Source: an optimization exercise on an open RTL-to-GDS flow (aim: small area, a short achievable clock period and few clock cycles). Production flows keep margins and buffers that such runs may drop.
In this exercise RTL edits were held to simulation tests only and were not proved equivalent to the original.
Power figures rest on the tool's default switching activity, not on a simulated workload.

==> flow/design.v (excerpt) <==
module reindeer_core (
    input  logic        clk,
    input  logic        arst_n_i,
    input  logic        start_i,
    input  logic [11:0] start_address_i,
    input  logic [31:0] mem_read_data_i,
    input  logic        mem_read_ack_i,
    input  logic [42:0] ocd_reg_i,
    output logic [9:0]  mem_addr_o,
    output logic        mem_read_en_o,
    output logic [31:0] ocd_reg_read_data_o,
    output logic        paused_o,
    output logic [11:0] peek_pc_o,
    output logic [31:0] peek_ir_o
);
==> flow/config.mk <==
export PLATFORM = sky130hd
export DESIGN_NAME = reindeer_core
export DESIGN_NICKNAME = reindeer_core
export VERILOG_FILES = /design/flow/design.v
export SDC_FILE = /design/flow/constraint.sdc
export NUM_CORES = 4
export LEC_CHECK = 0
export CAP_MARGIN = 20
export CELL_PAD_IN_SITES_DETAIL_PLACEMENT = 1
export CELL_PAD_IN_SITES_GLOBAL_PLACEMENT = 1
export CORE_MARGIN = 2
export CORE_UTILIZATION = 45
export CTS_CLUSTER_DIAMETER = 80
export CTS_CLUSTER_SIZE = 20
export SETUP_SLACK_MARGIN = 2.5
export SLEW_MARGIN = 20
export TNS_END_PERCENT = 10
==> flow/constraint.sdc <==
create_clock -name core_clock -period 6.0 [get_ports {clk}]
set_input_delay 1.2000 -clock core_clock [delete_from_list [all_inputs] [get_ports {clk}]]
set_output_delay 1.2000 -clock core_clock [all_outputs]
set_load 0.01 [all_outputs]
standard.sh (not shown) runs the stock make flow with config.mk's settings and CLKGATE_MAP_FILE= SYNTH_SCRIPT=/design/flow/synth_recipe.tcl, a recipe that flattens the netlist after the stock synthesis.
==> flow/flow/run.sh <==
#!/bin/bash
# The standard layout, except that the ports get plain buffers instead of
# the delay cells buffer_ports picks by default. Each port still has its own
# buffer; the resizer may size them later.
set -euo pipefail
export BUFFER_PORTS_ARGS="-buffer_cell sky130_fd_sc_hd__buf_2"
bash standard.sh > standard.log 2>&1
Testbench counts at the start, summed over its fixed seeds: cycles 23,918.
Edit:
CELL_PAD_IN_SITES_DETAIL_PLACEMENT = 2   (was 1)
CELL_PAD_IN_SITES_GLOBAL_PLACEMENT = 2   (was 1)
CORE_UTILIZATION = 30   (was 45)
TNS_END_PERCENT = not set   (was 10)
Non-clock buffer count came out higher by 31.
Routed wire length came out higher by 9.2%.
Core utilization came out lower by 16 points.
Clock-buffer cell count came out lower by 16.
Area after synthesis stays the same.
Cell count came out higher by 16%.
Combinational power is about the same.
Worst hold slack is worse by 0.011 ns.
First-iteration DRC count came out lower by 12%.
Power came out higher by 2.8%.
Design area came out higher by 3.3%.
Edit:
CELL_PAD_IN_SITES_DETAIL_PLACEMENT = 1   (was 2)
CELL_PAD_IN_SITES_GLOBAL_PLACEMENT = 1   (was 2)
CORE_UTILIZATION = 45   (was 30)
CTS_CLUSTER_DIAMETER = 90   (was 80)
CTS_CLUSTER_SIZE = 24   (was 20)
SETUP_SLACK_MARGIN = 2.7   (was 2.5)
Worst setup slack is better by 0.21 ns; via count rose by 3.4%; sequential share of layout area rose by 0.12 points; wire length fell by 3.7%; die area fell by 33%; combinational power rose by about 9%; clock-buffer cell count rose by 1; final area stays flat; non-clock buffer count rose by 93; total power fell by 0.79%.

* * *

Setup of job 101:
reindeer_core again, from the RTL that the note above started with.
==> flow/config.mk <==
export PLATFORM = sky130hd
export DESIGN_NAME = reindeer_core
export DESIGN_NICKNAME = reindeer_core
export VERILOG_FILES = /design/flow/design.v
export SDC_FILE = /design/flow/constraint.sdc
export NUM_CORES = 4
export LEC_CHECK = 0
export CAP_MARGIN = 20
export CELL_PAD_IN_SITES_DETAIL_PLACEMENT = 1
export CELL_PAD_IN_SITES_GLOBAL_PLACEMENT = 1
export CORE_MARGIN = 2
export CORE_UTILIZATION = 45
export CTS_CLUSTER_DIAMETER = 80
export CTS_CLUSTER_SIZE = 20
export SETUP_SLACK_MARGIN = 2.5
export SLEW_MARGIN = 20
==> flow/constraint.sdc <==
create_clock -name core_clock -period 6.0 [get_ports {clk}]
set_input_delay 1.2000 -clock core_clock [delete_from_list [all_inputs] [get_ports {clk}]]
set_output_delay 1.2000 -clock core_clock [all_outputs]
set_load 0.01 [all_outputs]
Scripts as last shown in full above: flow/flow/run.sh
Job 101 went all the way through synthesis, placement and routing and the layout is clean on timing, DRC and antenna.
Testbench counts of job 101, summed over its fixed seeds: cycles 23,918.
Relative to job 101, the following input files were edited for job 102:
- CTS_CLUSTER_DIAMETER now 90, was 80
- CTS_CLUSTER_SIZE now 24, was 20
Results
On net count reported at finish: job 102 sits below job 101. Going from job 101 to job 102, total detailed-routing wirelength decreased 1500 um, wire length on met3 decreased 6.7%. Taking job 101 as the reference, in job 102 wire length of the first global-routing pass saw little to no change, maximum vdd ir drop rose by 4.6%, worst setup slack after layout fell 0.014 ns. The area of all sequential standard cells on job 101 is in line with that on job 102. Compared with job 101, job 102 shows a lower number of standard cells in the final layout excluding fillers. Critical path required time of job 101 is on par with job 102.
Modified inputs, job 103 compared to job 102
- swapping 45 for 55 in CORE_UTILIZATION
### Flow results
- Diff job 102 -> job 103: minimum clock period after layout moved up; maximum operating frequency lost 0.0050 GHz; clock tree cell share of total cell area held steady.
- Changes observed in job 103 relative to job 102: clock tree skew after final layout +0.0037 ns; first-pass GRT wire length -about 4.3%; share of total power consumed by net switching -0.38 points.
- Lower iteration count of the initial detailed-routing pass was reported by job 102, not job 103.
- From job 102 to job 103 the numbers moved as follows: global-route usage increased 5.3 points, number of buffer and inverter instances along the worst setup path increased 1.
- Compared with job 102, job 103 shows a sequential share of layout area that is 0.51 points higher.
- Per the final summary, job 103 finished and its layout is clean on timing, DRC and antenna.
- Against job 102, job 103 comes in 490 um^2 lower on design area.
Edits applied to the flow inputs when going from job 103 to job 104:
- CORE_UTILIZATION now 45, was 55
- SETUP_SLACK_MARGIN now 2.2, was 2.5
[summary]
| post-CTS setup buffer count | job 104 vs job 103 | 31 lower |
Between job 104 and job 103, growth of design area from synthesis to finish is lower for job 104, job 103 comes in above that.
Job 103 has higher combinational cell fraction of total power than job 104.
Summary of the comparison: height of the chip is higher in job 104, relative to job 103.
The run showing the greater critical path arrival is job 104.
The following lists how job 105 was set up differently from job 104:
- putting TNS_END_PERCENT at 10 where nothing was set
- swapping 24 for 20 in CTS_CLUSTER_SIZE
- swapping 2.2 for 3.0 in SETUP_SLACK_MARGIN
- swapping 90 for 80 in CTS_CLUSTER_DIAMETER
## What came out
- Job 105 vs job 104, internal power consumption went up by 0.0023 W.
- Classification of the worst setup path = reg2reg: job 105; classification of the worst setup path = in2reg: job 104
- Final critical-path setup slack ended up 0.47 ns higher on job 105 than on job 104.
- Relative contribution of combinational cells to total power for job 105 is higher than for job 104.
- | multi-input logic portion of the cell area | lower: job 104 |
- Compared with job 104, in job 105 sum of internal, switching and leakage power now larger; global-route usage rose by 4.1 points.
- Summary of job 105 over job 104: met2 capacity usage during global routing saw an increase; non-clock buffer count up about 100%; routed wire length moved up; number of gates resized after cts picked up an extra about 2200%.

==> afterwards: timing with drivers on the ports <==
The results above use ideal ports. As a check the final layouts listed here were re-extracted and re-timed, cells and wires unchanged. Step 1, drivers: a clkbuf_16 drives clk and a buf_2 each remaining input, both assumed. Step 2 adds t to the input delays and takes it off the output delays; t is the mean of the earliest and latest rising clock arrival at the registers after step 1. Input paths then give back, and output paths get back, about the clock's delay inside the block. a / b / c = no drivers / after step 1 / after step 2; a / b = the first two.
run	t, ns	setup WS [ns]	worst setup path at the end
the first run of note 1	0.751	2.165 / 2.204 / 1.453	input to register
the second run of note 1	0.792	2.352 / 2.399 / 1.607	input to register
the third run of note 1	0.800	2.559 / 2.559 / 1.820	input to register
job 101	0.752	2.511 / 2.535 / 1.784	input to register
job 102	0.782	2.496 / 2.496 / 1.746	input to register
job 103	0.762	2.434 / 2.480 / 1.718	input to register
job 104	0.786	2.086 / 2.136 / 1.350	input to register
job 105	0.743	2.561 / 2.561 / 1.946	input to register
After both steps setup and hold are still met in every run listed. The setup slack of job 102, which loses most, moves by 0.000 ns with the drivers and by -0.750 ns with both steps.
